From an optimization exercise on the open Yosys and OpenROAD flow, aimed at small area; shortcuts taken in it are not production practice. In this exercise RTL edits were held to simulation tests only and were not proved equivalent to the original. No driver is modelled on the clock port, so clocking that relies on it looks cheaper here than on a real chip. Power and IR drop assume default switching activity.

## run 1
Design multi_adc_processing, start of the top module:
module multi_adc_processing
#(
   parameter int          N_CH           = 3,
   parameter int          DATA_W         = 16,
   parameter int          DEPTH          = 16,
   parameter int unsigned SCALING_FACTOR = 310866,
   parameter int          SCALE_W        = 20,
   parameter int          SHIFT_FACTOR   = 19,
   parameter int unsigned OFFSET         = 0
) (
   input  logic                   clk,
   input  logic                   reset,
   input  logic [N_CH-1:0]        sample_valid,
   input  logic [N_CH*DATA_W-1:0] sample_data,
   input  logic                   clear_overrun,
   output logic [N_CH*DATA_W-1:0] ave_data,
   output logic [N_CH*DATA_W-1:0] scaled_data,
   output logic [N_CH-1:0]        update_valid,
   output logic [N_CH-1:0]        primed,
   output logic [N_CH-1:0]        overrun
);
For scale: roughly 1600 cells after synthesis, roughly 160 I/O pins.
Settings: LEC_CHECK=0, CAP_MARGIN=20, CORE_MARGIN=2, CORE_UTILIZATION=45, PLACE_DENSITY=0.6, SLEW_MARGIN=20; clock period 10.0 ns.
standard.sh (not shown) runs the stock make flow with config.mk's settings and CLKGATE_MAP_FILE= SYNTH_SCRIPT=/design/flow/synth_recipe.tcl, a recipe that flattens the netlist after the stock synthesis.
==> flow/flow/run.sh <==
#!/bin/bash
# Layout: the standard flow (standard.sh, standard synthesis included), with
# two ORFS arguments changed:
#  - buffer_ports gives every input and output port the smallest buffer, buf_1;
#  - clock_tree_synthesis clusters up to 30 sinks within 100 um per leaf buffer
#    and adds no dummy loads.
# make's full output goes to standard.log in the work folder; ORFS's own step
# logs are under orfs/logs/.
set -euo pipefail
export BUFFER_PORTS_ARGS="-buffer_cell sky130_fd_sc_hd__buf_1"
export CTS_ARGS="-sink_clustering_enable -repair_clock_nets -sink_clustering_size 30 -sink_clustering_max_diameter 100 -dont_use_dummy_load"
bash standard.sh > standard.log 2>&1
Inputs modified between run 1 and run 2:
--- a/flow/config.mk
+++ b/flow/config.mk
@@ -10,2 +10,2 @@
-export CORE_UTILIZATION = 45
-export PLACE_DENSITY = 0.6
+export CORE_UTILIZATION = 60
+export PLACE_DENSITY = 0.7
Findings:
Run 2 finished every step from synthesis to the final layout, and the layout passed the timing, design-rule and antenna checks. Comparing run 2 and run 1, the higher vertical die dimension is on run 1. The power attributed to the clock group was comparable across run 2 and run 1. Final critical delay including setup and external delays: run 2 worse than run 1. Compound-cell area share of the yosys netlist: run 2 vs run 1 identical. Re non-clock buffer count: run 2 is 4 up on run 1. Max post-cts repair resize count across run 2 and run 1: run 1.
The following lists how run 3 was set up differently from run 2:
--- a/flow/flow/run.sh
+++ b/flow/flow/run.sh
@@ -11 +11 @@
-export CTS_ARGS="-sink_clustering_enable -repair_clock_nets -sink_clustering_size 30 -sink_clustering_max_diameter 100 -dont_use_dummy_load"
+export CTS_ARGS="-sink_clustering_enable -repair_clock_nets -sink_clustering_size 18 -sink_clustering_max_diameter 60 -buf_list sky130_fd_sc_hd__clkbuf_8 -dont_use_dummy_load"
--- a/flow/config.mk
+++ b/flow/config.mk
@@ -10,2 +10,2 @@
-export CORE_UTILIZATION = 60
-export PLACE_DENSITY = 0.7
+export CORE_UTILIZATION = 45
+export PLACE_DENSITY = 0.6
Notes after the runs:
- Cmp run 3 and run 2 / headroom to the max-slew limit / lower: run 2
- Run 3 vs run 2, maximum fanout encountered on the critical timing path went up by 1.
- Status | run 3 and run 2 | clean
- For worst reg-to-reg setup slack, run 2 and run 3 come out practically identical.
- scaled_q[1][14] as the worst setup path endpoint was reported by run 3, and scaled_q[1][15] by run 2.
Changes in run 4 relative to run 3:
--- a/flow/flow/run.sh
+++ b/flow/flow/run.sh
@@ -11 +11 @@
-export CTS_ARGS="-sink_clustering_enable -repair_clock_nets -sink_clustering_size 18 -sink_clustering_max_diameter 60 -buf_list sky130_fd_sc_hd__clkbuf_8 -dont_use_dummy_load"
+export CTS_ARGS="-sink_clustering_enable -repair_clock_nets -sink_clustering_size 20 -sink_clustering_max_diameter 70 -buf_list sky130_fd_sc_hd__clkbuf_8 -dont_use_dummy_load"
==> notes.md <==
Going from run 3 to run 4, relative slew slack went up, placed wire-length estimate was more or less identical, data arrival time at the worst-slack endpoint went up.

-- re-timing with driven ports --
The flow's constraints put no driver on any port. The routed layouts listed below were extracted and timed again, unchanged, in two steps.
Step 1 (the two cells are an assumption about what drives the block):
set clk [get_ports {clk}]
set_driving_cell -lib_cell sky130_fd_sc_hd__clkbuf_16 $clk
set_driving_cell -lib_cell sky130_fd_sc_hd__buf_2 [delete_from_list [all_inputs] $clk]
Step 2 also shifts input and output timing later by t, the mid clock arrival at the registers, as if the neighbouring blocks saw the same clock.
Three values: ideal ports, drivers, drivers and shift; two values: the first two.
| run | t, ns | setup WS [ns] | worst hold slack (ns) | clock arrival spread, ns | cell pins on the clock port's net |
|---|---|---|---|---|---|
| run 1 | 0.645 | 0.452 / 0.452 / 0.452 | 0.339 / 0.339 / 0.339 | 0.072 / 0.072 | 1 |
| run 2 | 0.629 | 0.433 / 0.433 / 0.433 | 0.335 / 0.335 / 0.335 | 0.073 / 0.074 | 1 |
| run 3 | 0.700 | 0.430 / 0.430 / 0.430 | 0.329 / 0.329 / 0.329 | 0.105 / 0.105 | 1 |
| run 4 | 0.731 | 0.424 / 0.424 / 0.424 | 0.288 / 0.288 / 0.288 | 0.133 / 0.132 | 1 |
After both steps every run listed still meets setup and hold.
